This design comes from an exercise in tuning for small area and few clock cycles per item on the open sky130 flow, not from production work. Only simulation tests tie the RTL to the original design; equivalence was not proved. No activity file was given, so power comes from the tool's default toggle rates.

File: flow/design.v
`default_nettype none
package core_pkg;
  typedef logic [31:0] xlen_t;       
  typedef logic [31:0] instr_t;      
  typedef logic [4:0]  reg_addr_t;   
  typedef struct packed {
    logic       we;        
    reg_addr_t  rd;
    logic [2:0] f3;        
    logic       sub;       
    logic       arith;     
    logic       fwd_a;     
    logic       fwd_b;     
    xlen_t      op_a;
    xlen_t      op_b;
  } ex_t;
endpackage
`default_nettype wire
`default_nettype none
module fetch_stage (
  input  wire logic            clk_i,
  input  wire logic            rst_i,
  input  wire core_pkg::xlen_t boot_addr_i,
  input  wire logic            fetch_enable_i,
  output logic                 instr_req_o,
  output core_pkg::xlen_t      instr_addr_o,
  input  wire logic            instr_gnt_i,
  input  wire logic            instr_rvalid_i,
  output logic                 if_busy_o
);
  logic        wait_q;    
  logic        hold_q;    
  logic [29:0] pc_q;      
  logic        acc;
  assign instr_req_o  = (!wait_q || instr_rvalid_i) && (fetch_enable_i || hold_q);
  assign instr_addr_o = {pc_q, 2'b00};
  assign acc          = instr_req_o && instr_gnt_i;
  assign if_busy_o    = instr_req_o || wait_q;
  always_ff @(posedge clk_i) begin
    if (rst_i) begin
      wait_q <= 1'b0;
      hold_q <= 1'b0;
      pc_q   <= boot_addr_i[31:2];
    end else begin
      wait_q <= acc || (wait_q && !instr_rvalid_i);
      hold_q <= instr_req_o && !instr_gnt_i;
      pc_q   <= pc_q + {29'd0, acc};
    end
  end
endmodule
`default_nettype wire
`default_nettype none
module decode_stage (
  input  wire logic                clk_i,
  input  wire logic                rst_i,
  input  wire logic                rvalid_i,
  input  wire core_pkg::instr_t    instr_i,
  output core_pkg::reg_addr_t      raddr_a_o,
  output logic                     ren_a_o,
  output core_pkg::reg_addr_t      raddr_b_o,
  output logic                     ren_b_o,
  input  wire core_pkg::xlen_t     rdata_a_i,
  input  wire core_pkg::xlen_t     rdata_b_i,
  input  wire logic                ex_we_i,
  input  wire core_pkg::reg_addr_t ex_rd_i,
  output core_pkg::ex_t            ex_o
);
  logic [6:0]          opc;
  logic [2:0]          f3;
  logic [6:0]          f7;
  core_pkg::reg_addr_t rd;
  core_pkg::reg_addr_t rs1;
  core_pkg::reg_addr_t rs2;
  logic                is_op;
  logic                is_imm;
  logic                is_lui;
  logic                legal;
  logic                f7_zero;
  logic                f7_alt;
  core_pkg::xlen_t     imm;
  core_pkg::ex_t       ex_q;
  assign opc     = instr_i[6:0];
  assign rd      = instr_i[11:7];
  assign f3      = instr_i[14:12];
  assign rs1     = instr_i[19:15];
  assign rs2     = instr_i[24:20];
  assign f7      = instr_i[31:25];
  assign is_op   = opc == 7'h33;
  assign is_imm  = opc == 7'h13;
  assign is_lui  = opc == 7'h37;
  assign f7_zero = f7 == 7'b0000000;
  assign f7_alt  = f7 == 7'b0100000;
  always_comb begin
    legal = is_lui;
    if (is_op)
      legal = f7_zero || (f7_alt && (f3 == 3'b000 || f3 == 3'b101));
    if (is_imm)
      legal = (f3 == 3'b001) ? f7_zero :
              (f3 == 3'b101) ? (f7_zero || f7_alt) : 1'b1;
  end
  always_comb begin
    if (is_lui)     imm = {instr_i[31:12], 12'd0};
    else if (is_op) imm = '0;
    else            imm = {{20{instr_i[31]}}, instr_i[31:20]};
  end
  assign raddr_a_o = rs1;
  assign ren_a_o   = !is_lui;
  assign raddr_b_o = rs2;
  assign ren_b_o   = is_op;
  always_ff @(posedge clk_i) begin
    if (rst_i) begin
      ex_q.we <= 1'b0;
    end else begin
      ex_q.we <= rvalid_i && legal && (rd != 5'd0);
    end
    ex_q.rd    <= rd;
    ex_q.f3    <= is_lui ? 3'b000 : f3;
    ex_q.sub   <= (is_op && f3 == 3'b000 && instr_i[30]) || (!is_lui && (f3 == 3'b010 || f3 == 3'b011));
    ex_q.arith <= instr_i[30];
    ex_q.fwd_a <= !is_lui && ex_we_i && ex_rd_i == rs1;
    ex_q.fwd_b <= is_op && ex_we_i && ex_rd_i == rs2;
    ex_q.op_a  <= rdata_a_i;
    ex_q.op_b  <= rdata_b_i | imm;
  end
  assign ex_o = ex_q;
endmodule
`default_nettype wire
`default_nettype none
module rf_bit (
  input  wire logic clk_i,
  input  wire logic we_i,
  input  wire logic keep_i,
  input  wire logic d_i,
  output logic      q_o
);
  always_ff @(posedge clk_i) begin
    q_o <= (we_i & d_i) | (keep_i & q_o);
  end
endmodule
module rf_ao3 (
  input  wire logic [2:0] s_i,
  input  wire logic [2:0] d_i,
  output logic            y_no
);
  assign y_no = !(|(s_i & d_i));
endmodule
module rf_ao2 (
  input  wire logic [1:0] s_i,
  input  wire logic [1:0] d_i,
  output logic            y_no
);
  assign y_no = !(|(s_i & d_i));
endmodule
module rf_or11 (
  input  wire logic [10:0] n_i,
  output logic             y_o
);
  assign y_o = !(&n_i);
endmodule
module rf_rd_bit (
  input  wire logic [31:0] sel_i,    
  input  wire logic [31:0] d_i,
  output logic             y_o
);
  logic [10:0] n;
  for (genvar g = 0; g < 10; g++) begin : g_ao
    rf_ao3 i_ao3 (
      .s_i  (sel_i[3*g+2:3*g]),
      .d_i  (d_i[3*g+2:3*g]),
      .y_no (n[g])
    );
  end
  rf_ao2 i_ao2 (
    .s_i  (sel_i[31:30]),
    .d_i  (d_i[31:30]),
    .y_no (n[10])
  );
  rf_or11 i_or (
    .n_i (n),
    .y_o (y_o)
  );
endmodule
module register_file (
  input  wire logic                clk_i,
  input  wire logic                rst_i,
  input  wire core_pkg::reg_addr_t raddr_a_i,
  input  wire logic                ren_a_i,
  input  wire core_pkg::reg_addr_t raddr_b_i,
  input  wire logic                ren_b_i,
  output core_pkg::xlen_t          rdata_a_o,
  output core_pkg::xlen_t          rdata_b_o,
  input  wire logic                we_i,
  input  wire core_pkg::reg_addr_t waddr_i,
  input  wire core_pkg::xlen_t     wdata_i
);
  logic [31:0]     q     [32];    
  logic [31:0]     col   [32];    
  core_pkg::xlen_t wd;
  logic [31:1]     row_we;
  logic [31:1]     row_keep;
  logic [31:0]     sel_a;
  logic [31:0]     sel_b;
  logic            byp_a;
  logic            byp_b;
  assign wd    = wdata_i & {32{!rst_i}};
  assign byp_a = we_i && waddr_i == raddr_a_i;    
  assign byp_b = we_i && waddr_i == raddr_b_i;
  always_comb begin
    sel_a[0] = ren_a_i && byp_a;
    sel_b[0] = ren_b_i && byp_b;
    for (int r = 1; r < 32; r++) begin
      row_we[r]   = rst_i || (we_i && waddr_i == 5'(r));
      row_keep[r] = !row_we[r];
      sel_a[r]    = ren_a_i && !byp_a && raddr_a_i == 5'(r);
      sel_b[r]    = ren_b_i && !byp_b && raddr_b_i == 5'(r);
    end
  end
  for (genvar r = 1; r < 32; r++) begin : g_row
    for (genvar b = 0; b < 32; b++) begin : g_bit
      rf_bit i_bit (
        .clk_i  (clk_i),
        .we_i   (row_we[r]),
        .keep_i (row_keep[r]),
        .d_i    (wd[b]),
        .q_o    (q[r][b])
      );
      assign col[b][r] = q[r][b];
    end
  end
  for (genvar b = 0; b < 32; b++) begin : g_rd
    assign col[b][0] = wdata_i[b];
    rf_rd_bit i_rd_a (
      .sel_i (sel_a),
      .d_i   (col[b]),
      .y_o   (rdata_a_o[b])
    );
    rf_rd_bit i_rd_b (
      .sel_i (sel_b),
      .d_i   (col[b]),
      .y_o   (rdata_b_o[b])
    );
  end
endmodule
`default_nettype wire
`default_nettype none
module execute_stage (
  input  wire logic            clk_i,
  input  wire logic            rst_i,
  input  wire core_pkg::ex_t   ex_i,
  output logic                 wb_we_o,
  output core_pkg::reg_addr_t  wb_rd_o,
  output core_pkg::xlen_t      wb_data_o
);
  logic [2:0]      f3;
  core_pkg::xlen_t a;
  core_pkg::xlen_t b;
  core_pkg::xlen_t bx;
  logic [33:0]     sum;
  logic            lt;
  logic            ltu;
  logic            left;
  logic [4:0]      shamt;
  core_pkg::xlen_t sh_in;
  core_pkg::xlen_t sh_out;
  logic            fill;
  core_pkg::xlen_t p;
  core_pkg::xlen_t g;
  logic            s_add;
  logic            s_sll;
  logic            s_sr;
  logic            s_p;
  logic            s_g;
  core_pkg::xlen_t result;
  assign f3 = ex_i.f3;
  assign a = ex_i.fwd_a ? wb_data_o : ex_i.op_a;
  assign b = ex_i.fwd_b ? wb_data_o : ex_i.op_b;
  assign bx  = b ^ {32{ex_i.sub}};
  assign sum = {1'b0, a, 1'b1} + {1'b0, bx, ex_i.sub};
  assign ltu = !sum[33];
  assign lt  = (a[31] ^ b[31]) ? a[31] : sum[32];
  assign p = a ^ bx;
  assign g = a & bx;
  assign left  = !f3[2];
  assign shamt = b[4:0];
  assign fill  = ex_i.arith && a[31] && f3[2];
  always_comb begin
    for (int i = 0; i < 32; i++) sh_in[i] = left ? a[31-i] : a[i];
  end
  assign sh_out = 32'($signed({fill, sh_in}) >>> shamt);
  assign s_add = f3 == 3'b000;
  assign s_sll = f3 == 3'b001;
  assign s_sr  = f3 == 3'b101;
  assign s_p   = f3 == 3'b100 || f3 == 3'b110;    
  assign s_g   = f3 == 3'b110 || f3 == 3'b111;    
  always_comb begin
    for (int i = 0; i < 32; i++) begin
      result[i] = (s_add && sum[i+1]) || (s_sll && sh_out[31-i]) || (s_sr && sh_out[i]) ||
                  (s_p && p[i]) || (s_g && g[i]);
    end
    result[0] = result[0] || (f3 == 3'b010 && lt) || (f3 == 3'b011 && ltu);
  end
  always_ff @(posedge clk_i) begin
    if (rst_i) begin
      wb_we_o <= 1'b0;
    end else begin
      wb_we_o <= ex_i.we;
    end
    wb_rd_o   <= ex_i.rd;
    wb_data_o <= result;
  end
endmodule
`default_nettype wire
`default_nettype none
module core_top (
  input  wire logic                 clk_i,
  input  wire logic                 rst_i,
  input  wire core_pkg::xlen_t      boot_addr_i,
  input  wire logic                 fetch_enable_i,
  output logic                      instr_req_o,
  output core_pkg::xlen_t           instr_addr_o,
  input  wire logic                 instr_gnt_i,
  input  wire logic                 instr_rvalid_i,
  input  wire core_pkg::instr_t     instr_rdata_i,
  output logic                      rf_we_wb_o,
  output core_pkg::reg_addr_t       rf_waddr_wb_o,
  output core_pkg::xlen_t           rf_wdata_wb_o,
  output logic                      core_busy_o
);
  core_pkg::reg_addr_t raddr_a;
  core_pkg::reg_addr_t raddr_b;
  logic                ren_a;
  logic                ren_b;
  core_pkg::xlen_t     rdata_a;
  core_pkg::xlen_t     rdata_b;
  core_pkg::ex_t       ex;
  logic                wb_we;
  core_pkg::reg_addr_t wb_rd;
  core_pkg::xlen_t     wb_data;
  logic                if_busy;
  fetch_stage i_fetch_stage (
    .clk_i          (clk_i),
    .rst_i          (rst_i),
    .boot_addr_i    (boot_addr_i),
    .fetch_enable_i (fetch_enable_i),
    .instr_req_o    (instr_req_o),
    .instr_addr_o   (instr_addr_o),
    .instr_gnt_i    (instr_gnt_i),
    .instr_rvalid_i (instr_rvalid_i),
    .if_busy_o      (if_busy)
  );
  decode_stage i_decode_stage (
    .clk_i     (clk_i),
    .rst_i     (rst_i),
    .rvalid_i  (instr_rvalid_i),
    .instr_i   (instr_rdata_i),
    .raddr_a_o (raddr_a),
    .ren_a_o   (ren_a),
    .raddr_b_o (raddr_b),
    .ren_b_o   (ren_b),
    .rdata_a_i (rdata_a),
    .rdata_b_i (rdata_b),
    .ex_we_i   (ex.we),
    .ex_rd_i   (ex.rd),
    .ex_o      (ex)
  );
  register_file i_register_file (
    .clk_i     (clk_i),
    .rst_i     (rst_i),
    .raddr_a_i (raddr_a),
    .ren_a_i   (ren_a),
    .raddr_b_i (raddr_b),
    .ren_b_i   (ren_b),
    .rdata_a_o (rdata_a),
    .rdata_b_o (rdata_b),
    .we_i      (wb_we),
    .waddr_i   (wb_rd),
    .wdata_i   (wb_data)
  );
  execute_stage i_execute_stage (
    .clk_i     (clk_i),
    .rst_i     (rst_i),
    .ex_i      (ex),
    .wb_we_o   (wb_we),
    .wb_rd_o   (wb_rd),
    .wb_data_o (wb_data)
  );
  assign rf_we_wb_o    = wb_we;
  assign rf_waddr_wb_o = wb_rd;
  assign rf_wdata_wb_o = wb_data;
  assign core_busy_o   = if_busy || ex.we || wb_we;
endmodule
`default_nettype wire
File: flow/run.sh
#!/bin/bash
# synth_recipe.tcl (not shown) runs the flow's synth.tcl, then flattens the netlist and writes it again
# the make line also repeats each setting of config.mk as NAME=value (left out here)
make -C /OpenROAD-flow-scripts/flow DESIGN_CONFIG=/design/flow/config.mk WORK_HOME=/design/flow/orfs CLKGATE_MAP_FILE= SYNTH_SCRIPT=/design/flow/synth_recipe.tcl finish
File: flow/constraint.sdc
create_clock -name core_clock -period 4.5 [get_ports {clk_i}]
set_input_delay 0.9000 -clock core_clock [delete_from_list [all_inputs] [get_ports {clk_i}]]
set_output_delay 0.9000 -clock core_clock [all_outputs]
set_load 0.01 [all_outputs]
File: flow/config.mk
export PLATFORM = sky130hd
export DESIGN_NAME = core_top
export DESIGN_NICKNAME = core_top
export VERILOG_FILES = /design/flow/design.v
export SDC_FILE = /design/flow/constraint.sdc
export NUM_CORES = 4
export LEC_CHECK = 0
export CAP_MARGIN = 20
export CORE_MARGIN = 2
export CORE_UTILIZATION = 40
export SLEW_MARGIN = 20
export SYNTH_HIERARCHICAL = 1
export SYNTH_MINIMUM_KEEP_SIZE = 0
==> flow_metrics.env, run 1 <==
export IMPL_drt_antenna_violating_nets=0
export IMPL_drt_iter0_markers=10780
export IMPL_synthXorXnorAreaFrac=0.01619
export IMPL_synthTopCellsByCount="dfxtp_1 (1139), a22o_1 (993), a222oi_1 (646)"
export IMPL_row_count=130
export IMPL_yosys_most_used_dff="dfxtp_1"
export IMPL_setup_viol=0
export IMPL_maxCapViolations=0
export IMPL_core_area_sq_um=125200
export IMPL_run_status="complete, no violations"
export IMPL_viasPerCell=7.500
export IMPL_die_h_um=358.7
export IMPL_synth_top_family_by_area="compound AO/OA/AOI/OAI gates"
export IMPL_synth_edff_count=0
export IMPL_post_cts_buffers=0
export IMPL_slew_violations=0
export IMPL_arrival_ps=4900
export IMPL_port_buffers=136
export IMPL_worst_slew_pin_slew_ps=1234
export IMPL_cts_htree_levels=3
export IMPL_synth_seq_area_share=0.4532
export IMPL_clock_path_buffers=3
export IMPL_fin_crit_sh=0.9419
export IMPL_synth_cells=4544
export IMPL_die_w_um=358.7
export IMPL_clock_skew_ps=37.41
export IMPL_routed_wl_mm=248.3
export IMPL_die_area_sq_um=128600
export IMPL_synth_fa_ha_area_frac=0.008704
export IMPL_synth_top_cell_by_area="dfxtp_1"
export IMPL_clkSlewWorstSetupHoldPaths_ps=60
export IMPL_cts_buffers=119
export IMPL_slew_headroom=0.1752
export IMPL_power_density_nw_per_um2=444.7
export IMPL_worstSetupPathType="reg2reg"
export IMPL_wl_per_cell_um=36.27
export IMPL_crit_fanout=17
export IMPL_synth_seq_cells=1139
export IMPL_yosysWarnings=14
export IMPL_endpoint_kind="flip-flop"
export IMPL_globalplace_congestion=1.016
export IMPL_fin_setup_tns_ps=0
export IMPL_start_util=0.4017
export IMPL_grt_usage=0.3713
export IMPL_fin_ws_ps=261.6
export IMPL_peakVddDrop_v=0.0003611
export IMPL_ys_types=103
export IMPL_holdWs_ps=396.7
export IMPL_synth_compound_area_frac=0.3820
export IMPL_synth_top_area_share=0.4532
export IMPL_synthSimpleGateAreaFrac=0.08145
export IMPL_grt_overflow=0
export IMPL_final_cells=6846
export IMPL_min_path_type="reg2reg"
export IMPL_drive_gt1_frac=0.1835
export IMPL_rsz0062_at_grt="no"
export IMPL_io_pins=141
export IMPL_max_clock_freq_mhz=235.9
export IMPL_clk_latency_ps=790
export IMPL_via_count=51350
export IMPL_start_kind="flip-flop"
export IMPL_dp_hpwl_mm=162.1
export IMPL_grt_pass1_vias=47900
export IMPL_remaining_drc_errors=0
export IMPL_grt_pass1_wl_mm=349.6
export IMPL_drt_pass1_iter_count=14
export IMPL_antenna_found_initial=16
export IMPL_synth_mux_area_frac=0.04081
export IMPL_timing_final_hold_violations=0
export IMPL_cts_sinks=1139
export IMPL_min_period_ps=4238
export IMPL_total_power_uw=27720
export IMPL_finalNetCount=5191
export IMPL_grt_max_degree=73
export IMPL_cts_root_buffer="clkbuf_16"
export IMPL_post_place_ws_ps=-93.00
export IMPL_ys_async_sr_fraction=0
export IMPL_cts_tree="built"
export IMPL_required_ps=5160
export IMPL_syn_cell_area_sq_um=50310
export IMPL_p_leak_uw=0.02353
export IMPL_syn_area_per_cell_sq_um=11.07
export IMPL_postCtsResizedCells=0
export IMPL_areaGrowthSynthToFinish_pct=23.87
export IMPL_post_place_cells=6611
export IMPL_yosys_top_cells_area="dfxtp_1 (45%), a22o_1 (17%), a222oi_1 (13%), nand4_1 (1.8%), a22oi_2 (1.6%)"
export IMPL_post_synth_top_count_cell="dfxtp_1"
export IMPL_cts_hold_buf=0
[through the flow]
stage | instance area, sq um | utilization
after floorplan | 50330 | -
after global placement | 58080 | 0.4637
after detailed placement | 58190 | 0.4646
after CTS | 62210 | 0.4967
after global routing | 62300 | 0.4974
final | 62320 | 0.4976
[sequential cells by signal, indices dropped and copies added (netlist names)]
register,cells
i_register_file.g_row.g_bit.i_bit.q_o,992
i_fetch_stage.wait_q,1
i_execute_stage.wb_data_o,32
i_decode_stage.ex_q,77
i_execute_stage.wb_we_o,1
i_execute_stage.wb_rd_o,5
i_fetch_stage.hold_q,1
i_fetch_stage.pc_q,30
[kinds of logic (layout without fill, tap and decap cells)]
kind of cell / count (synthesis) / count (layout)
AOI/OAI and AO/OA: 2193 / 2193
xor gates and xnor gates: 93 / 93
adders and majority gates: 35 / 35
buffers and inverters: 166 / 808
DFF: 1139 / 1139
muxes: 155 / 155
other: 1 / 11
and+or+nand+nor: 762 / 762
[Yosys stat by module (local to each module, per instance), excerpt]
module         cell area [sq um]  cells
execute_stage               7246    938
core_top                   6.256      1
register_file               1937    300
rf_ao2                     12.51      1
fetch_stage                 1632    191
rf_ao3                     10.01      1
rf_bit                     28.78      2
decode_stage                2215    170
rf_or11                    23.77      4
[power breakdown]
part / switching [uW] / internal [uW] / total [uW]
registers: 1210 / 11400 / 12600
logic: 2810 / 2020 / 4830
clock network: 4420 / 5860 / 10300
total: 8440 / 19300 / 27700
[cell type report]
class / instances / area (sq um)
antenna: 9 / 22.52
sequential: 1139 / 22810
timing repair buffer: 570 / 5517
multi-input combinational: 3240 / 27820
clock buffer: 167 / 3410
inverter: 17 / 63.81
fill: 11320 / 62930
tap: 1650 / 2064
clock inverter: 54 / 611.8
[worst max-delay path, cell delays in order (launching register included)]
cell and delay [ps]:
dfxtp_2 800, buf_4 390, xnor2_1 110, ha_1 340, nand3_1 170, and4b_1 230, nor2_1 190, a221oi_2 90
buf_4 180, o21ai_1 220, a31o_2 270, nand3_1 110, a31oi_1 450, a221oi_1 170, or3_1 380
[metal layers]
| layer | GRT usage | share of wire | up-vias |
|---|---|---|---|
| li1 | - | - | 21070 |
| met1 | 0.4745 | 0.37 | 25160 |
| met2 | 0.5309 | 0.41 | 4215 |
| met3 | 0.1293 | 0.15 | 895 |
| met4 | 0.2356 | 0.072 | 8 |
| met5 | 0.0003704 | 0.00025 | - |
[path summary, 6_finish.rpt]
check | start | endpoint | slack (ps) | cells after the start
setup / recovery | i_decode_stage.ex_q[67] | i_execute_stage.wb_data_o[0] | 260 | 14
hold / removal | i_decode_stage.ex_q[72] | i_execute_stage.wb_rd_o[1] | 400 | 0
setup reg to reg | i_decode_stage.ex_q[67] | i_execute_stage.wb_data_o[0] | 260 | 14
hold reg to reg | i_decode_stage.ex_q[72] | i_execute_stage.wb_rd_o[1] | 400 | 0
[cells in the final DEF, fill, tap and decap left out, types with 13 or more instances in the layout]
master / n
mux2i_1: 68
dfxtp_1: 1135
xor2_1: 41
nor2b_2: 32
a222oi_1: 646
nor3_1: 22
nand2_1: 185
nor2_1: 98
a211oi_4: 27
clkdlybuf4s50_1: 135
a22oi_1: 16
a31oi_1: 13
clkbuf_16: 120
o21ai_1: 21
buf_4: 358
inv_1: 17
a22o_1: 993
a211o_1: 20
mux2_2: 50
ha_1: 35
a22oi_2: 65
xnor2_1: 52
a21o_1: 51
clkbuf_8: 24
nand4_1: 148
buf_12: 64
nand3_1: 98
clkinv_2: 24
nor2b_1: 14
clkbuf_1: 24
a21oi_1: 75
o21ai_0: 89
or3_1: 70
mux4_2: 23
and3_1: 17
a21oi_4: 58
Testbench counts, summed over its fixed seeds: cycles 2,080, items 2,048.
==> inputs of run 2 (changes only) <==
--- a/flow/design.v
+++ b/flow/design.v
@@ -243,6 +243,96 @@
 endmodule
 `default_nettype wire
 `default_nettype none
+module sh_mux2i (
+  input  wire logic a0_i,
+  input  wire logic a1_i,
+  input  wire logic s_i,
+  output logic      y_no
+);
+  assign y_no = !(s_i ? a1_i : a0_i);
+endmodule
+module shifter (
+  input  wire core_pkg::xlen_t a_i,
+  input  wire logic            left_i,
+  input  wire logic [4:0]      shamt_i,
+  input  wire logic            fill_i,
+  output core_pkg::xlen_t      y_o
+);
+  logic [31:0] x [7];
+  logic [5:1]  f;
+  assign x[0] = a_i;
+  for (genvar k = 1; k < 6; k++) begin : g_fill
+    assign f[k] = (k % 2 == 0) ? fill_i : !fill_i;
+  end
+  for (genvar i = 0; i < 32; i++) begin : g_rev
+    sh_mux2i i_mux (
+      .a0_i (x[0][i]),
+      .a1_i (x[0][31-i]),
+      .s_i  (left_i),
+      .y_no (x[1][i])
+    );
+  end
+  for (genvar k = 0; k < 5; k++) begin : g_lvl
+    for (genvar i = 0; i < 32; i++) begin : g_bit
+      if (i + (1 << k) < 32) begin : g_in
+        sh_mux2i i_mux (
+          .a0_i (x[k+1][i]),
+          .a1_i (x[k+1][i + (1 << k)]),
+          .s_i  (shamt_i[k]),
+          .y_no (x[k+2][i])
+        );
+      end else begin : g_fill
+        sh_mux2i i_mux (
+          .a0_i (x[k+1][i]),
+          .a1_i (f[k+1]),
+          .s_i  (shamt_i[k]),
+          .y_no (x[k+2][i])
+        );
+      end
+    end
+  end
+  assign y_o = x[6];
+endmodule
+module adder (
+  input  wire core_pkg::xlen_t a_i,
+  input  wire core_pkg::xlen_t b_i,
+  input  wire logic            cin_i,
+  output core_pkg::xlen_t      p_o,      
+  output core_pkg::xlen_t      g_o,      
+  output logic [33:0]          s_o
+);
+  logic [32:0] p;
+  logic [32:0] g;
+  logic [32:0] gg;
+  logic [32:0] pp;
+  always_comb begin
+    p  = {a_i ^ b_i, 1'b0};
+    g  = {a_i & b_i, cin_i};
+    gg = g;
+    pp = p;
+    for (int l = 0; l < 6; l++) begin
+      for (int i = 0; i < 33; i++) begin
+        if ((i + 1) % (2 << l) == 0 && i >= (1 << l)) begin
+          gg[i] = gg[i] | (pp[i] & gg[i - (1 << l)]);
+          pp[i] = pp[i] & pp[i - (1 << l)];
+        end
+      end
+    end
+    for (int l = 4; l >= 0; l--) begin
+      for (int i = 0; i < 33; i++) begin
+        if ((i + 1) % (2 << l) == (1 << l) && i >= (2 << l)) begin
+          gg[i] = gg[i] | (pp[i] & gg[i - (1 << l)]);
+          pp[i] = pp[i] & pp[i - (1 << l)];
+        end
+      end
+    end
+    s_o[0] = 1'b1;
+    for (int i = 1; i < 33; i++) s_o[i] = p[i] ^ gg[i-1];
+    s_o[33] = gg[32];
+  end
+  assign p_o = p[32:1];
+  assign g_o = g[32:1];
+endmodule
 module execute_stage (
   input  wire logic            clk_i,
   input  wire logic            rst_i,
@@ -260,7 +350,6 @@
   logic            ltu;
   logic            left;
   logic [4:0]      shamt;
-  core_pkg::xlen_t sh_in;
   core_pkg::xlen_t sh_out;
   logic            fill;
   core_pkg::xlen_t p;
@@ -275,18 +364,26 @@
   assign a = ex_i.fwd_a ? wb_data_o : ex_i.op_a;
   assign b = ex_i.fwd_b ? wb_data_o : ex_i.op_b;
   assign bx  = b ^ {32{ex_i.sub}};
-  assign sum = {1'b0, a, 1'b1} + {1'b0, bx, ex_i.sub};
+  adder i_adder (
+    .a_i   (a),
+    .b_i   (bx),
+    .cin_i (ex_i.sub),
+    .p_o   (p),
+    .g_o   (g),
+    .s_o   (sum)
+  );
   assign ltu = !sum[33];
   assign lt  = (a[31] ^ b[31]) ? a[31] : sum[32];
-  assign p = a ^ bx;
-  assign g = a & bx;
   assign left  = !f3[2];
   assign shamt = b[4:0];
   assign fill  = ex_i.arith && a[31] && f3[2];
-  always_comb begin
-    for (int i = 0; i < 32; i++) sh_in[i] = left ? a[31-i] : a[i];
-  end
-  assign sh_out = 32'($signed({fill, sh_in}) >>> shamt);
+  shifter i_shifter (
+    .a_i     (a),
+    .left_i  (left),
+    .shamt_i (shamt),
+    .fill_i  (fill),
+    .y_o     (sh_out)
+  );
   assign s_add = f3 == 3'b000;
   assign s_sll = f3 == 3'b001;
   assign s_sr  = f3 == 3'b101;
==> flow/flow/run.sh (new file) <==
#!/bin/bash
# The standard layout (standard.sh, with the standard synthesis), with three
# changes to how it is made:
#  - clock tree: clkbuf_8 buffers over clusters of at most 16 sinks, and no
#    dummy loads;
#  - ports buffered with buf_2 cells;
#  - after global-route timing repair, cells on paths with positive slack
#    are downsized (ORFS's RECOVER_POWER).
# make's full output goes to make.log here; each ORFS step also keeps its
# own log under orfs/logs/.
set -euo pipefail
bash standard.sh \
  "CTS_ARGS=-sink_clustering_enable -repair_clock_nets -dont_use_dummy_load -buf_list sky130_fd_sc_hd__clkbuf_8 -sink_clustering_size 16 -sink_clustering_max_diameter 50" \
  "BUFFER_PORTS_ARGS=-buffer_cell sky130_fd_sc_hd__buf_2" \
  RECOVER_POWER=100 \
  finish > make.log 2>&1
==> flow/standard.sh (new file) <==
#!/bin/bash
# synth_recipe.tcl (not shown) runs the flow's synth.tcl, then flattens the netlist and writes it again
# the make line also repeats each setting of config.mk as NAME=value (left out here)
make -C /OpenROAD-flow-scripts/flow DESIGN_CONFIG=/design/flow/config.mk WORK_HOME=/design/flow/orfs CLKGATE_MAP_FILE= SYNTH_SCRIPT=/design/flow/synth_recipe.tcl "${@:-finish}"
==> flow/config.mk (replaced) <==
export PLATFORM = sky130hd
export DESIGN_NAME = core_top
export DESIGN_NICKNAME = core_top
export VERILOG_FILES = /design/flow/design.v
export SDC_FILE = /design/flow/constraint.sdc
export NUM_CORES = 4
export LEC_CHECK = 0
export CAP_MARGIN = 10
export CORE_MARGIN = 2
export CORE_UTILIZATION = 55
export SLEW_MARGIN = 10
export SYNTH_HIERARCHICAL = 1
export SYNTH_MINIMUM_KEEP_SIZE = 0
removed: flow/run.sh
==> run 2 against run 1 <==
Register-to-register slack worse by 290 ps; final cell count down 14%; now fails the layout checks on capacitance limit, slew limit, setup timing; largest cell class unchanged; first-iteration DRC count up 0.64%; largest power group unchanged.
==> flow_metrics.env, run 2 <==
export IMPL_rr_endpoint="i_register_file.g_row[4].g_bit[13].i_bit.q_o"
export IMPL_fin_ws_ps=-31.82
export IMPL_die_h_um=303.8
export IMPL_cts_htree_levels=3
export IMPL_clock_path_buffers=3
export IMPL_violations="capacitance limit, slew limit, setup timing"
export IMPL_post_place_ws_ps=134.8
export IMPL_setup_viol=3
export IMPL_wl_per_cell_um=38.22
export IMPL_die_w_um=303.8
export IMPL_grt_overflow=0
export IMPL_core_area_sq_um=88780
export IMPL_grt_max_degree=72
export IMPL_syn_area_per_cell_sq_um=11.58
export IMPL_drt_iter0_markers=10850
export IMPL_clk_latency_ps=860
export IMPL_p_leak_uw=0.02123
export IMPL_min_period_ps=4532
export IMPL_syn_cell_area_sq_um=49430
export IMPL_timing_final_hold_violations=0
export IMPL_power_frac_clock=0.263
export IMPL_min_path_type="in2reg"
export IMPL_dp_hpwl_mm=145.0
export IMPL_endpoint_kind="flip-flop"
export IMPL_port_buffers=136
export IMPL_reg_top3="i_register_file.g_row.g_bit.i_bit.q_o (992), i_decode_stage.ex_q (77), i_execute_stage.wb_data_o (32)"
export IMPL_start_util=0.5567
export IMPL_antenna_found_initial=24
export IMPL_clkSlewWorstSetupHoldPaths_ps=100
export IMPL_yosysWarnings=18
export IMPL_hold_start="instr_rdata_i[10]"
export IMPL_run_status="finished with violations"
export IMPL_final_common_cell="dfxtp_1"
export IMPL_slew_violations=1255
export IMPL_routed_wl_mm=224.8
export IMPL_largest_reg_flops=992
export IMPL_cts_sinks=1139
export IMPL_finalNetCount=4830
export IMPL_rsz0062_at_grt="no"
export IMPL_start_kind="flip-flop"
export IMPL_grt_pass1_wl_mm=317.1
export IMPL_cts_root_buffer="clkbuf_8"
export IMPL_final_cell_mix="dfxtp_1 (1134), a22o_1 (992), a222oi_1 (640)"
export IMPL_p_seq_frac=0.566
export IMPL_combPwrFrac=0.172
export IMPL_drive_gt1_frac=0.1487
export IMPL_worstSetupPathType="reg2reg"
export IMPL_die_area_sq_um=92280
export IMPL_p_sw_uw=6859
export IMPL_cts_buffers=115
export IMPL_top_register="i_register_file.g_row.g_bit.i_bit.q_o"
export IMPL_cts_tree="built"
export IMPL_remaining_drc_errors=0
export IMPL_cpMostUsedCell="clkbuf_1"
export IMPL_cpPeakStageDelay_ps=1100
export IMPL_power_density_nw_per_um2=393.1
export IMPL_slew_headroom=-0.5721
export IMPL_arrival_ps=5260
export IMPL_peakVddDrop_v=0.0003384
export IMPL_reg2reg_slack_ps=-30
export IMPL_required_ps=5220
export IMPL_r2r_cells=6
export IMPL_areaGrowthSynthToFinish_pct=12.74
export IMPL_p_sw_frac=0.3131
export IMPL_fin_crit_sh=1.007
export IMPL_via_count=48330
export IMPL_drt_antenna_violating_nets=0
export IMPL_row_count=109
export IMPL_globalplace_congestion=0.9929
export IMPL_min_path_cells=1
export IMPL_maxCapViolations=40
export IMPL_grt_pass1_vias=44690
export IMPL_grt_usage=0.4618
export IMPL_holdWs_ps=204.6
export IMPL_worst_slew_pin_slew_ps=2358
export IMPL_synth_cells=4267
export IMPL_cp_slowest_cell="clkbuf_1"
export IMPL_min_to="i_decode_stage.ex_q[74]"
export IMPL_viasPerCell=8.218
export IMPL_io_pins=141
export IMPL_drt_pass1_iter_count=15
export IMPL_crit_chain="clkbuf_1, nor2b_1, clkbuf_1, a21o_1, clkbuf_1, a22o_1"
export IMPL_r2r_start="i_execute_stage.wb_rd_o[2]"
export IMPL_crit_fanout=17
export IMPL_p_int_uw=15040
export IMPL_max_clock_freq_mhz=220.7
export IMPL_clock_skew_ps=112.8
run 2: changes by cell type in the layout (fill, tap and decap cells not counted), moves of 57 or more:
cell             delta
a21oi_1            -57
clkbuf_1           +93
nand2_1            -86
mux2i_1           +167
clkbuf_8           +91
clkdlybuf4s50_1   -135
nor2_1             -85
clkbuf_16         -120
buf_4             -159
buf_2              +71
run 2: repair_timing:
| item | 4_1_cts | 5_1_grt |
|---|---|---|
| gates resized for setup | 0 | 1 |
| hold buffers | 0 | 0 |
| setup endpoints to repair | 0 | 1 |
| buffers inserted | 0 | 0 |
run 2: stage by stage:
stage / instances / cell area, sq um / TNS (ps) / total power, uW / utilization
4_1_cts: 5872 / 56180 / 0 / 21700 / 0.6328
6_report: 5881 / 55720 / -61.84 / 21900 / 0.6276
3_5_place_dp: 5757 / 54600 / 0 / 16180 / 0.6150
2_1_floorplan: 4268 / 49440 / 0 / 14560 / -
5_1_grt: 5875 / 55710 / 0 / 22530 / 0.6274
3_3_place_gp: 5757 / 54600 / 0 / 16080 / 0.6150
run 2: worst max path at each step:
stage / startpoint / slack [ps] / depth (start not counted) / end
final: i_execute_stage.wb_rd_o[2] / -30 / 6 / i_register_file.g_row[4].g_bit[13].i_bit.q_o
after global routing: i_decode_stage.ex_q[64] / 20 / 15 / i_execute_stage.wb_data_o[0]
after CTS: i_decode_stage.ex_q[65] / 230 / 14 / i_execute_stage.wb_data_o[0]
after detailed placement: instr_rdata_i[24] / 130 / 10 / i_decode_stage.ex_q[14]
after global placement: instr_rdata_i[24] / 210 / 10 / i_decode_stage.ex_q[0]
after floorplan: instr_rdata_i[3] / 220 / 10 / i_decode_stage.ex_q[32]
run 2: critical path, delay by kind of cell, from the launching register on:
family	cells	cell delay, ps
AOI/OAI and AO/OA	2	1140
and+or+nand+nor	1	250
DFF	1	470
buffers and inverters	3	2570
run 2: per-layer routing:
layer | wire, um | global-route usage | share of wire
met5 | 54 | 0 | 0.00024
met4 | 17240 | 0.2827 | 0.077
met3 | 37460 | 0.1914 | 0.17
met2 | 87880 | 0.6316 | 0.39
met1 | 82140 | 0.6015 | 0.37
run 2: power groups by stage:
stage	Clock, uW	Combinational [uW]	Sequential (uW)
6_report	5750	3760	12400
5_1_grt	6110	3920	12500
4_1_cts	5720	3660	12300
3_5_place_dp	0	3650	12500
3_3_place_gp	0	3580	12500
2_1_floorplan	0	2360	12200
run 2: area by class of cell:
type,instances,area (sq um)
diodes,9,22.52
well taps,1165,1458
flip-flops and latches,1139,22810
inverters,30,112.6
repair buffers,431,2856
multi-input cells,2992,26880
clock buffers,115,1583
fillers,7372,33060
Testbench counts of run 2, summed over its fixed seeds: cycles 2,080, items 2,048.
==> inputs of run 3 (changes only) <==
==> flow/flow/run.sh (replaced) <==
#!/bin/bash
# The standard layout (standard.sh, with the standard synthesis), with two
# changes to how it is made:
#  - clock tree: clkbuf_8 buffers over clusters of at most 16 sinks, and no
#    dummy loads;
#  - ports buffered with buf_2 cells.
# make's full output goes to make.log here; each ORFS step also keeps its
# own log under orfs/logs/.
set -euo pipefail
bash standard.sh \
  "CTS_ARGS=-sink_clustering_enable -repair_clock_nets -dont_use_dummy_load -buf_list sky130_fd_sc_hd__clkbuf_8 -sink_clustering_size 16 -sink_clustering_max_diameter 50" \
  "BUFFER_PORTS_ARGS=-buffer_cell sky130_fd_sc_hd__buf_2" \
  finish > make.log 2>&1
==> run 3 against run 2 <==
The run now finishes clean; sequential power is essentially flat; critical endpoint is now i_execute_stage.wb_data_o[0]; synthesized cell count unchanged; fmax rose by 3.8%; clock skew is 5.3 ps higher; area after synthesis did not move; worst hold slack better by 3.3 ps; sequential share of layout area fell by 0.35 points; non-clock buffer count unchanged; critical path depth rose by 8; largest cell class unchanged; setup slack better by 170 ps; flip-flop and latch count unchanged.
==> flow_metrics.env, run 3 <==
export IMPL_run_status="complete, no violations"
export IMPL_fin_setup_tns_ps=0
export IMPL_cts_buffers=115
export IMPL_fillers=7259
export IMPL_maxCapViolations=0
export IMPL_setup_viol=0
export IMPL_grt_pass1_vias=44690
export IMPL_start_util=0.5567
export IMPL_grt_overflow=0
export IMPL_antenna_found_initial=24
export IMPL_crit_fanout=14
export IMPL_clock_path_buffers=3
export IMPL_worstSetupPathType="reg2reg"
export IMPL_viasPerCell=8.223
export IMPL_clock_skew_ps=118.0
export IMPL_power_density_nw_per_um2=390.3
export IMPL_dp_hpwl_mm=145.0
export IMPL_finalNetCount=4830
export IMPL_drt_iter0_markers=10980
export IMPL_final_cell_mix="dfxtp_1 (1134), a22o_1 (992), a222oi_1 (640)"
export IMPL_areaGrowthSynthToFinish_pct=13.72
export IMPL_seq_area_sq_um=22810
export IMPL_yosysWarnings=18
export IMPL_drt_pass1_iter_count=13
export IMPL_required_ps=5260
export IMPL_core_area_sq_um=88780
export IMPL_min_path_type="in2reg"
export IMPL_top_register="i_register_file.g_row.g_bit.i_bit.q_o"
export IMPL_clk_latency_ps=860
export IMPL_grt_pass1_wl_mm=317.1
export IMPL_reg_top3="i_register_file.g_row.g_bit.i_bit.q_o (992), i_decode_stage.ex_q (77), i_execute_stage.wb_data_o (32)"
export IMPL_final_common_cell="dfxtp_1"
export IMPL_start_kind="flip-flop"
export IMPL_row_count=109
export IMPL_synth_cells=4267
export IMPL_cts_sinks=1139
export IMPL_fin_ws_ps=134.1
export IMPL_multi_input_area_sq_um=27010
export IMPL_arrival_ps=5130
export IMPL_clkSlewWorstSetupHoldPaths_ps=100
export IMPL_routed_wl_mm=225.1
export IMPL_endpoint_kind="flip-flop"
export IMPL_total_power_uw=21940
export IMPL_fin_crit_sh=0.9702
export IMPL_slew_headroom=0.06877
export IMPL_drt_antenna_violating_nets=0
export IMPL_drive_gt1_frac=0.1776
export IMPL_cts_root_buffer="clkbuf_8"
export IMPL_holdWs_ps=207.9
export IMPL_port_buffers=136
export IMPL_syn_area_per_cell_sq_um=11.58
export IMPL_cts_htree_levels=3
export IMPL_io_pins=141
export IMPL_slew_violations=0
export IMPL_via_count=48350
export IMPL_peakVddDrop_v=0.0003345
export IMPL_grt_max_degree=72
export IMPL_max_clock_freq_mhz=229.0
export IMPL_rsz0062_at_grt="no"
export IMPL_globalplace_congestion=0.9929
export IMPL_worst_slew_pin_slew_ps=1392
export IMPL_die_area_sq_um=92280
export IMPL_p_leak_uw=0.02171
export IMPL_largest_reg_flops=992
export IMPL_syn_cell_area_sq_um=49430
export IMPL_post_place_ws_ps=134.8
export IMPL_timing_final_hold_violations=0
export IMPL_die_h_um=303.8
export IMPL_cts_tree="built"
export IMPL_grt_usage=0.4618
export IMPL_die_w_um=303.8
export IMPL_wl_per_cell_um=38.28
export IMPL_post_cts_buffers=0
export IMPL_remaining_drc_errors=0
export IMPL_min_period_ps=4366
run 3: critical path, stage by stage (launching register included):
cell       delay, ps
dfxtp_2          600
buf_4            200
mux2_2           370
ha_1             370
o211ai_2         180
a21oi_2           80
o2111ai_2        370
o22ai_2          210
a21o_4           270
a221oi_2         420
fa_1             490
inv_1            120
o211ai_1         100
o32ai_1          300
buf_4            180
run 3: stage by stage:
stage                     instances    util  instance area, sq um
after floorplan                4268       -                 49440
after global placement         5757  0.6150                 54600
after detailed placement       5757  0.6150                 54600
after CTS                      5872  0.6328                 56180
after global routing           5875  0.6329                 56200
final                          5880  0.6331                 56210
run 3: path summary, 6_finish.rpt:
kind                                 from                            to  slack, ps  cells after the start
hold / removal           instr_rdata_i[7]       i_decode_stage.ex_q[71]        210                      1
hold reg to reg   i_decode_stage.ex_q[72]    i_execute_stage.wb_rd_o[1]        500                      0
setup reg to reg  i_decode_stage.ex_q[65]  i_execute_stage.wb_data_o[0]        130                     14
setup / recovery  i_decode_stage.ex_q[65]  i_execute_stage.wb_data_o[0]        130                     14
run 3: timing repair:
item                       in CTS  in global routing
setup endpoints to repair       0                  1
hold buffers                    0                  0
resized for setup               0                  1
run 3: power breakdown:
group          leakage [uW]  switching, uW  internal, uW
Sequential          0.00934           1130         11300
Combinational        0.0115           2230          1560
Clock              0.000827           3500          2250
run 3: final cells by class:
type,instances,area share
antenna,8,0.0003562
clock buffer,115,0.02816
inverter,30,0.002003
multi-input combinational,2992,0.4805
sequential,1139,0.4058
tap,1165,0.02593
timing repair buffer,431,0.05723
run 3: layer usage:
layer / global-route usage / vias to the layer above / wire (um)
met4: 0.2827 / 10 / 16960
met1: 0.6015 / 23480 / 82190
met3: 0.1914 / 890 / 37640
met2: 0.6316 / 4279 / 88190
li1: - / 19690 / -
met5: 0 / - / 70
==> inputs of run 4 (changes only) <==
==> flow/flow/run.sh (replaced) <==
#!/bin/bash
# The standard layout (standard.sh, with the standard synthesis), with two
# changes to how it is made:
#  - clock tree: clkbuf_16 buffers over clusters of at most 24 sinks, and no
#    dummy loads;
#  - ports buffered with buf_2 cells.
# make's full output goes to make.log here; each ORFS step also keeps its
# own log under orfs/logs/.
set -euo pipefail
bash standard.sh \
  "CTS_ARGS=-sink_clustering_enable -repair_clock_nets -dont_use_dummy_load -buf_list sky130_fd_sc_hd__clkbuf_16 -sink_clustering_size 24 -sink_clustering_max_diameter 80" \
  "BUFFER_PORTS_ARGS=-buffer_cell sky130_fd_sc_hd__buf_2" \
  finish > make.log 2>&1
==> run 4 against run 3 <==
Still clean on timing, DRC and antenna; register-to-register slack improved by 20 ps; fmax increased by 0.49%; global-route usage decreased by 0.091 points; die area unchanged; final cell count decreased by 0.94%; critical path depth increased by 1; combinational power about the same; via count decreased by 0.74%; wire length decreased by 0.50%; count of clock-buffer cells in the layout decreased by 58; sequential share of layout area increased by 0.11 points; critical path type unchanged; largest power group unchanged.
==> flow_metrics.env, run 4 <==
export IMPL_start_kind="flip-flop"
export IMPL_arrival_ps=4990
export IMPL_largest_reg_flops=992
export IMPL_drive_gt1_frac=0.1673
export IMPL_clock_path_buffers=3
export IMPL_clk_latency_ps=740
export IMPL_worstSetupPathType="reg2reg"
export IMPL_die_area_sq_um=92280
export IMPL_viasPerCell=8.239
export IMPL_min_path_type="in2reg"
export IMPL_io_pins=141
export IMPL_syn_area_per_cell_sq_um=11.58
export IMPL_hold_start="instr_rdata_i[9]"
export IMPL_rr_endpoint="i_execute_stage.wb_data_o[0]"
export IMPL_finalNetCount=4772
export IMPL_routed_wl_mm=223.9
export IMPL_antenna_found_initial=24
export IMPL_r2r_start="i_decode_stage.ex_q[64]"
export IMPL_post_dp_cell_area_sq_um=54600
export IMPL_clock_skew_ps=74.06
export IMPL_cts_htree_levels=2
export IMPL_cts_hold_buf=0
export IMPL_required_ps=5150
export IMPL_fillers=7264
export IMPL_core_area_sq_um=88780
export IMPL_die_h_um=303.8
export IMPL_power_density_nw_per_um2=388.9
export IMPL_die_w_um=303.8
export IMPL_final_common_cell="dfxtp_1"
export IMPL_endpoint_kind="flip-flop"
export IMPL_p_leak_uw=0.02158
export IMPL_final_cell_mix="dfxtp_1 (1134), a22o_1 (992), a222oi_1 (640)"
export IMPL_crit_fanout=23
export IMPL_maxCapViolations=0
export IMPL_p_sw_uw=6728
export IMPL_grt_pass1_vias=44250
export IMPL_drt_iter0_markers=10690
export IMPL_cts_sinks=1139
export IMPL_start_util=0.5567
export IMPL_power_frac_clock=0.258
export IMPL_top_register="i_register_file.g_row.g_bit.i_bit.q_o"
export IMPL_cts_tree="built"
export IMPL_drt_pass1_iter_count=15
export IMPL_row_count=109
export IMPL_final_cells=5825
export IMPL_combPwrFrac=0.174
export IMPL_slew_violations=0
export IMPL_p_seq_frac=0.568
export IMPL_max_clock_freq_mhz=230.2
export IMPL_cts_root_buffer="clkbuf_16"
export IMPL_p_int_uw=15070
export IMPL_clkSlewWorstSetupHoldPaths_ps=90
export IMPL_slew_headroom=0.07847
export IMPL_rsz0062_at_grt="no"
export IMPL_peakVddDrop_v=0.0003201
export IMPL_min_path_cells=1
export IMPL_grt_overflow=0
export IMPL_final_area_sq_um=56060
export IMPL_grt_max_degree=72
export IMPL_worst_slew_pin_slew_ps=1378
export IMPL_port_buffers=136
export IMPL_synth_cells=4267
export IMPL_drt_antenna_violating_nets=0
export IMPL_cts_buffers=57
export IMPL_grt_usage=0.4609
export IMPL_timing_final_hold_violations=0
export IMPL_areaGrowthSynthToFinish_pct=13.42
export IMPL_remaining_drc_errors=0
export IMPL_min_period_ps=4345
export IMPL_grt_pass1_wl_mm=316.3
export IMPL_dp_hpwl_mm=145.0
export IMPL_wl_per_cell_um=38.44
export IMPL_yosysWarnings=18
export IMPL_via_count=47990
export IMPL_r2r_cells=15
export IMPL_final_util=0.6314
export IMPL_fin_setup_tns_ps=0
export IMPL_reg_top3="i_register_file.g_row.g_bit.i_bit.q_o (992), i_decode_stage.ex_q (77), i_execute_stage.wb_data_o (32)"
export IMPL_globalplace_congestion=0.9929
export IMPL_run_status="complete, no violations"
export IMPL_fin_crit_sh=0.9655
export IMPL_p_sw_frac=0.3086
export IMPL_reg2reg_slack_ps=160
export IMPL_setup_viol=0
export IMPL_post_place_cells=5757
export IMPL_syn_cell_area_sq_um=49430
export IMPL_min_to="i_decode_stage.ex_q[73]"
[run 4: what timing repair did]
action                     CTS  global route
setup endpoints to repair    0             1
gates resized for setup      0             1
buffers inserted             0             0
[run 4: metal layers]
metal	vias up	global-route usage	wire (um)
met5	-	0	105
met4	14	0.2779	16090
met3	818	0.1942	37570
met1	23360	0.5996	81690
met2	4220	0.6306	88480
li1	19580	-	-
[run 4: layout make-up]
type                            instances  area (sq um)  area share
Antenna cell                           11         27.53   0.0004910
Multi-Input combinational cell       2992         27010      0.4818
Clock buffer                           57          1426     0.02544
Sequential cell                      1139         22810      0.4069
Inverter                               30         112.6    0.002009
Timing Repair Buffer                  431          3217     0.05738
Tap cell                             1165          1458     0.02600
[run 4: worst max path at each step]
stage	startpoint	end	slack, ps
after floorplan	instr_rdata_i[3]	i_decode_stage.ex_q[32]	220
after global placement	instr_rdata_i[24]	i_decode_stage.ex_q[0]	210
after detailed placement	instr_rdata_i[24]	i_decode_stage.ex_q[14]	130
after CTS	i_decode_stage.ex_q[65]	i_execute_stage.wb_data_o[0]	230
after global routing	i_decode_stage.ex_q[64]	i_execute_stage.wb_data_o[0]	40
final	i_decode_stage.ex_q[64]	i_execute_stage.wb_data_o[0]	160
[run 4: worst max-delay path, cell delays in order (launching register included)]
cell,delay (ps)
dfxtp_2,360
buf_12,200
mux2_2,400
xor2_1,150
ha_1,370
a21oi_1,240
nand2_1,100
o2111ai_2,320
o22ai_2,210
a21o_4,270
a221oi_2,430
fa_1,490
inv_1,120
a21oi_1,80
o32ai_1,330
buf_4,180
[run 4: power by group through the flow]
stage / combinational [uW] / sequential (uW) / clock (uW)
finish: 3800 / 12400 / 5610
global route: 3970 / 12500 / 5940
CTS: 3660 / 12300 / 5610
detailed placement: 3650 / 12500 / 0
global placement: 3580 / 12500 / 0
floorplan: 2360 / 12200 / 0
[run 4: stage by stage]
| stage | total power, uW | hold slack, ps | setup WS, ps |
|---|---|---|---|
| floorplan | 14560 | 374.6 | 217.0 |
| global placement | 16080 | 468.4 | 207.6 |
| detailed placement | 16180 | 468.1 | 134.8 |
| CTS | 21580 | 296.2 | 228.8 |
| global route | 22410 | 301.2 | 37.66 |
| finish | 21800 | 308.6 | 155.2 |
==> inputs of run 5 (changes only) <==
--- a/flow/config.mk
+++ b/flow/config.mk
@@ -7,7 +7,7 @@
 export LEC_CHECK = 0
 export CAP_MARGIN = 10
 export CORE_MARGIN = 2
-export CORE_UTILIZATION = 55
+export CORE_UTILIZATION = 62
 export SLEW_MARGIN = 10
 export SYNTH_HIERARCHICAL = 1
 export SYNTH_MINIMUM_KEEP_SIZE = 0
==> run 5 against run 4 <==
Still clean on timing, DRC and antenna; flip-flop and latch count unchanged; first-iteration DRC count up 7.1%; combinational power about the same; wire length down 3.6%; cell area down 0.13%; setup slack better by 120 ps; via count up 1.0%; count of clock-buffer cells in the layout down 2; largest cell class unchanged; highest routed layer unchanged.
==> flow_metrics.env, run 5 <==
export IMPL_globalplace_congestion=1.003
export IMPL_grt_max_degree=77
export IMPL_use_met1=0.6306
export IMPL_clkSlewWorstSetupHoldPaths_ps=90
export IMPL_die_w_um=286.3
export IMPL_grt_overflow=0
export IMPL_final_common_cell="dfxtp_1"
export IMPL_drt_antenna_violating_nets=0
export IMPL_yosysWarnings=18
export IMPL_fin_setup_tns_ps=0
export IMPL_cts_tree="built"
export IMPL_postCtsResizedCells=0
export IMPL_met3_usage=0.2378
export IMPL_remaining_drc_errors=0
export IMPL_rsz0062_at_grt="no"
export IMPL_crit_chain="buf_12, mux2_2, xor2_1, ha_1, a21oi_1, nand2_1, o2111ai_2, o22ai_2, a21o_4, a221oi_2, buf_4, fa_1, inv_1, a21oi_1, o32ai_1"
export IMPL_setup_viol=0
export IMPL_die_h_um=286.3
export IMPL_maxCapViolations=0
export IMPL_cts_hold_buf=0
export IMPL_cp_slowest_cell="dfxtp_2"
export IMPL_fin_crit_sh=0.9388
export IMPL_cts_sinks=1139
export IMPL_crit_buf_inv=3
export IMPL_port_buffers=136
export IMPL_core_area_sq_um=79000
export IMPL_largest_reg_flops=992
export IMPL_power_density_nw_per_um2=386.6
export IMPL_grt_busiest_layer="met2"
export IMPL_die_area_sq_um=81990
export IMPL_finalNetCount=4764
export IMPL_io_pins=141
export IMPL_clock_skew_ps=75.45
export IMPL_drt_pass1_iter_count=12
export IMPL_via_count=48490
export IMPL_post_cts_buffers=0
export IMPL_cts_htree_levels=2
export IMPL_min_period_ps=4225
export IMPL_grt_pass1_vias=45080
export IMPL_slew_headroom=0.03703
export IMPL_crit_fanout=25
export IMPL_syn_area_per_cell_sq_um=11.58
export IMPL_endpoint_kind="flip-flop"
export IMPL_post_place_cells=5636
export IMPL_viasPerCell=8.508
export IMPL_min_path_type="in2reg"
export IMPL_critical_path_top_delay_family="compound AO/OA/AOI/OAI gates"
export IMPL_peakVddDrop_v=0.0004556
export IMPL_start_util=0.6257
export IMPL_required_ps=5070
export IMPL_start_kind="flip-flop"
export IMPL_antenna_found_initial=22
export IMPL_final_cell_mix="dfxtp_1 (1134), a22o_1 (992), a222oi_1 (640)"
export IMPL_final_util=0.7087
export IMPL_cts_buffers=55
export IMPL_dp_hpwl_mm=138.2
export IMPL_reg_top3="i_register_file.g_row.g_bit.i_bit.q_o (992), i_decode_stage.ex_q (77), i_execute_stage.wb_data_o (32)"
export IMPL_areaGrowthSynthToFinish_pct=13.27
export IMPL_wl_per_cell_um=37.89
export IMPL_worst_slew_pin_slew_ps=1441
export IMPL_drt_iter0_markers=11450
export IMPL_drive_gt1_frac=0.1657
export IMPL_clk_latency_ps=680
export IMPL_p_leak_uw=0.02156
export IMPL_final_cells=5699
export IMPL_timing_final_hold_violations=0
export IMPL_grt_pass1_wl_mm=307.0
export IMPL_max_clock_freq_mhz=236.7
export IMPL_cpPeakStageDelay_ps=410
export IMPL_grt_usage=0.5022
export IMPL_run_status="complete, no violations"
export IMPL_total_power_uw=21640
export IMPL_row_count=103
export IMPL_grtUsageMet2=0.6932
export IMPL_worstSetupPathType="reg2reg"
export IMPL_arrival_ps=4800
export IMPL_slew_violations=0
export IMPL_cts_root_buffer="clkbuf_16"
export IMPL_synth_cells=4267
export IMPL_syn_cell_area_sq_um=49430
export IMPL_clock_path_buffers=3
export IMPL_cpMostUsedCell="a21oi_1"
export IMPL_routed_wl_mm=215.9
export IMPL_top_register="i_register_file.g_row.g_bit.i_bit.q_o"
run 5: layout make-up:
type                    count  area (sq um)
flip-flops and latches   1139         22810
diodes                      8         20.02
clock buffers              55          1376
inverters                  30         112.6
repair buffers            425          3347
multi-input cells        2992         27010
well taps                1050          1314
fillers                  5952         23020
run 5: worst reg2reg max path: cells and delay by family, from the launching register on:
family	cells	cell delay, ps
AOI/OAI and AO/OA	7	1730
adders and majority gates	2	760
buffers and inverters	3	570
DFF	1	410
muxes	1	410
xor gates and xnor gates	1	150
and+or+nand+nor	1	110
run 5: metrics by stage:
stage	area [sq um]	worst slack (ps)	hold WS (ps)
finish	55980	275.3	347.5
global route	55970	116.7	343.0
CTS	55960	323.3	337.9
detailed placement	54590	267.6	389.9
global placement	54590	261.3	397.8
floorplan	49440	217.0	374.6
run 5: per-layer routing:
metal	part of all wire	up-vias
met2	0.39	4569
met4	0.076	26
met1	0.35	23360
li1	-	19570
met3	0.18	961
met5	0.0016	-
run 5: where the power goes:
group	total, uW	internal, uW	leakage, uW	switching [uW]
Combinational	3820	1570	0.0115	2260
Sequential	12400	11300	0.00934	1100
Clock	5470	2180	0.000678	3290
Total	21600	15000	0.0216	6640
run 5: final timing paths:
kind                                              start                           end  slack, ps  depth (start not counted)
worst min-delay path                   instr_rdata_i[8]       i_decode_stage.ex_q[72]        350                          1
worst min register to register  i_decode_stage.ex_q[74]    i_execute_stage.wb_rd_o[3]        410                          0
worst max register to register  i_decode_stage.ex_q[64]  i_execute_stage.wb_data_o[0]        280                         15
worst max-delay path            i_decode_stage.ex_q[64]  i_execute_stage.wb_data_o[0]        280                         15
==> inputs of run 6 (changes only) <==
==> flow/flow/run.sh (replaced) <==
#!/bin/bash
# The standard layout (standard.sh, with the standard synthesis), with two
# changes to how it is made:
#  - clock tree: clkbuf_16 buffers over clusters of at most 26 sinks, and no
#    dummy loads;
#  - ports buffered with buf_2 cells.
# make's full output goes to make.log here; each ORFS step also keeps its
# own log under orfs/logs/.
set -euo pipefail
bash standard.sh \
  "CTS_ARGS=-sink_clustering_enable -repair_clock_nets -dont_use_dummy_load -buf_list sky130_fd_sc_hd__clkbuf_16 -sink_clustering_size 26 -sink_clustering_max_diameter 110" \
  "BUFFER_PORTS_ARGS=-buffer_cell sky130_fd_sc_hd__buf_2" \
  finish > make.log 2>&1
--- a/flow/config.mk
+++ b/flow/config.mk
@@ -7,7 +7,7 @@
 export LEC_CHECK = 0
 export CAP_MARGIN = 10
 export CORE_MARGIN = 2
-export CORE_UTILIZATION = 62
+export CORE_UTILIZATION = 55
 export SLEW_MARGIN = 10
 export SYNTH_HIERARCHICAL = 1
 export SYNTH_MINIMUM_KEEP_SIZE = 0
==> run 6 against run 5 <==
Still clean; combinational power about the same; first-iteration DRC count fell by 2.3%; cell area decreased by 0.13%; non-clock buffer count is 6 higher; worst hold slack got worse by 24 ps; power fell by 0.48%; critical endpoint unchanged.
==> flow_metrics.env, run 6 <==
export IMPL_cts_sinks=1139
export IMPL_setup_viol=0
export IMPL_port_buffers=136
export IMPL_start_util=0.5567
export IMPL_drt_antenna_violating_nets=0
export IMPL_endpoint_kind="flip-flop"
export IMPL_die_h_um=303.8
export IMPL_clk_latency_ps=720
export IMPL_final_common_cell="dfxtp_1"
export IMPL_grtUsageMet2=0.6309
export IMPL_fin_crit_sh=0.9730
export IMPL_die_area_sq_um=92280
export IMPL_multi_input_area_sq_um=27010
export IMPL_cpPeakStageDelay_ps=490
export IMPL_slew_headroom=0.06147
export IMPL_io_pins=141
export IMPL_top_register="i_register_file.g_row.g_bit.i_bit.q_o"
export IMPL_max_clock_freq_mhz=228.4
export IMPL_cts_tree="built"
export IMPL_grt_busiest_layer="met2"
export IMPL_grt_overflow=0
export IMPL_areaGrowthSynthToFinish_pct=13.12
export IMPL_use_met1=0.6010
export IMPL_required_ps=5120
export IMPL_clock_path_buffers=3
export IMPL_slew_violations=0
export IMPL_peakVddDrop_v=0.0002739
export IMPL_seq_area_sq_um=22810
export IMPL_power_density_nw_per_um2=385.3
export IMPL_finalNetCount=4766
export IMPL_synth_cells=4267
export IMPL_viasPerCell=8.230
export IMPL_row_count=109
export IMPL_clkSlewWorstSetupHoldPaths_ps=100
export IMPL_drt_pass1_iter_count=14
export IMPL_cp_slowest_cell="fa_1"
export IMPL_grt_pass1_vias=44040
export IMPL_worstSetupPathType="reg2reg"
export IMPL_crit_chain="buf_12, mux2_2, xor2_1, ha_1, a21oi_1, nand2_1, o2111ai_2, o22ai_2, a21o_4, a221oi_2, fa_1, inv_1, o211ai_1, o32ai_1, buf_4"
export IMPL_reg_top3="i_register_file.g_row.g_bit.i_bit.q_o (992), i_decode_stage.ex_q (77), i_execute_stage.wb_data_o (32)"
export IMPL_worst_slew_pin_slew_ps=1403
export IMPL_wl_per_cell_um=38.44
export IMPL_cts_root_buffer="clkbuf_16"
export IMPL_antenna_found_initial=22
export IMPL_largest_reg_flops=992
export IMPL_grt_max_degree=72
export IMPL_crit_fanout=23
export IMPL_drt_iter0_markers=11180
export IMPL_drive_gt1_frac=0.1661
export IMPL_cts_hold_buf=0
export IMPL_die_w_um=303.8
export IMPL_syn_area_per_cell_sq_um=11.58
export IMPL_rsz0062_at_grt="no"
export IMPL_grt_pass1_wl_mm=314.9
export IMPL_syn_cell_area_sq_um=49430
export IMPL_final_cell_mix="dfxtp_1 (1134), a22o_1 (992), a222oi_1 (640)"
export IMPL_cts_buffers=51
export IMPL_run_status="complete, no violations"
export IMPL_core_area_sq_um=88780
export IMPL_min_path_type="in2reg"
export IMPL_via_count=47900
export IMPL_grt_usage=0.4584
export IMPL_p_leak_uw=0.02151
export IMPL_clock_skew_ps=118.3
export IMPL_arrival_ps=5000
export IMPL_yosysWarnings=18
export IMPL_met3_usage=0.1824
export IMPL_dp_hpwl_mm=145.0
export IMPL_fin_setup_tns_ps=0
export IMPL_globalplace_congestion=0.9929
export IMPL_post_cts_buffers=0
export IMPL_start_kind="flip-flop"
export IMPL_cts_htree_levels=2
export IMPL_remaining_drc_errors=0
export IMPL_timing_final_hold_violations=0
export IMPL_min_period_ps=4378
export IMPL_final_util=0.6297
export IMPL_routed_wl_mm=223.7
export IMPL_maxCapViolations=0
export IMPL_fillers=7272
==> run 6: cell types whose count changed in the layout (fill, tap and decap cells not counted), sizes merged <==
cell / previous run / this run
buf: 424 / 430
clkbuf: 56 / 52
diode: 8 / 12
==> run 6: layout make-up <==
| type | instances | area share |
|---|---|---|
| well taps | 1165 | 0.02607 |
| diodes | 12 | 0.0005371 |
| inverters | 30 | 0.002014 |
| repair buffers | 431 | 0.05754 |
| flip-flops and latches | 1139 | 0.4080 |
| multi-input cells | 2992 | 0.4830 |
| clock buffers | 51 | 0.02283 |
==> run 6: through the flow <==
step                cells  hold WS [ps]  instance area [sq um]  setup slack [ps]  power (uW)
floorplan            4268         374.6                  49440             217.0       14560
finish               5820         323.9                  55910             121.7       21540
global placement     5757         468.4                  54600             207.6       16080
CTS                  5808         311.2                  55880             223.0       21290
global route         5811         325.9                  55890             32.68       22100
detailed placement   5757         468.1                  54600             134.8       16180
==> run 6: worst max-delay path: cells and delay by family (launching register included) <==
kind | cells | cell delay (ps)
AO/OA/AOI/OAI | 7 | 1900
buffers and inverters | 3 | 500
flip-flops | 1 | 360
multiplexers | 1 | 400
adder cells (fa/ha/maj) | 2 | 860
AND/OR/NAND/NOR | 1 | 100
XOR/XNOR | 1 | 150
==> run 6: final timing paths <==
| path | depth (start not counted) | start | endpoint | slack [ps] |
|---|---|---|---|---|
| setup reg to reg | 15 | i_decode_stage.ex_q[64] | i_execute_stage.wb_data_o[0] | 120 |
| hold reg to reg | 0 | i_decode_stage.ex_q[73] | i_execute_stage.wb_rd_o[2] | 480 |
| hold / removal | 1 | instr_rdata_i[9] | i_decode_stage.ex_q[73] | 320 |
| setup / recovery | 15 | i_decode_stage.ex_q[64] | i_execute_stage.wb_data_o[0] | 120 |
==> run 6: repair_timing <==
item,in CTS,in global routing
hold endpoints to repair,0,0
resized for setup,0,1
endpoints found under the setup margin,0,1
==> run 6: power breakdown <==
part	switching, uW	leakage (uW)	internal [uW]
combinational	2230	0.0115	1560
sequential	1140	0.00934	11300
clock	3320	0.000629	2030
==> run 6: metal layers <==
metal | up-vias | wire length, um
li1 | 19570 | -
met2 | 4199 | 88180
met4 | 8 | 16310
met5 | - | 46
met3 | 852 | 37910
met1 | 23270 | 81270

[static timing again, ports no longer ideal]
The flow's constraints put no driver on any port. The routed layouts listed below were extracted and timed again, unchanged, in two steps. Step 1 (the two cells are an assumption about what drives the block):
set clk [get_ports {clk_i}]
set_driving_cell -lib_cell sky130_fd_sc_hd__clkbuf_16 $clk
set_driving_cell -lib_cell sky130_fd_sc_hd__buf_2 [delete_from_list [all_inputs] $clk]
Step 2 adds t to the input delays and takes it off the output delays; t is the mean of the earliest and latest rising clock arrival at the registers after step 1. Input paths then give back, and output paths get back, about the clock's delay inside the block. Slacks: ideal ports / drivers / drivers and shift; pairs: ideal ports / drivers.
run	t, ns	setup slack, ns	clock arrival spread, ns
run 1	0.851	0.262 / 0.262 / -0.224	0.041 / 0.041
run 2	0.874	-0.032 / -0.032 / -0.577	0.115 / 0.114
run 3	0.876	0.134 / 0.134 / -0.097	0.120 / 0.120
run 4	0.779	0.155 / 0.155 / -0.164	0.074 / 0.074
run 5	0.724	0.275 / 0.275 / -0.133	0.076 / 0.076
run 6	0.732	0.122 / 0.122 / -0.130	0.118 / 0.119
Met with ideal ports but missed after step 2: setup timing in 5 of these runs. The setup slack of run 2, which loses most, moves by 0.000 ns with the drivers and by -0.545 ns with both steps.
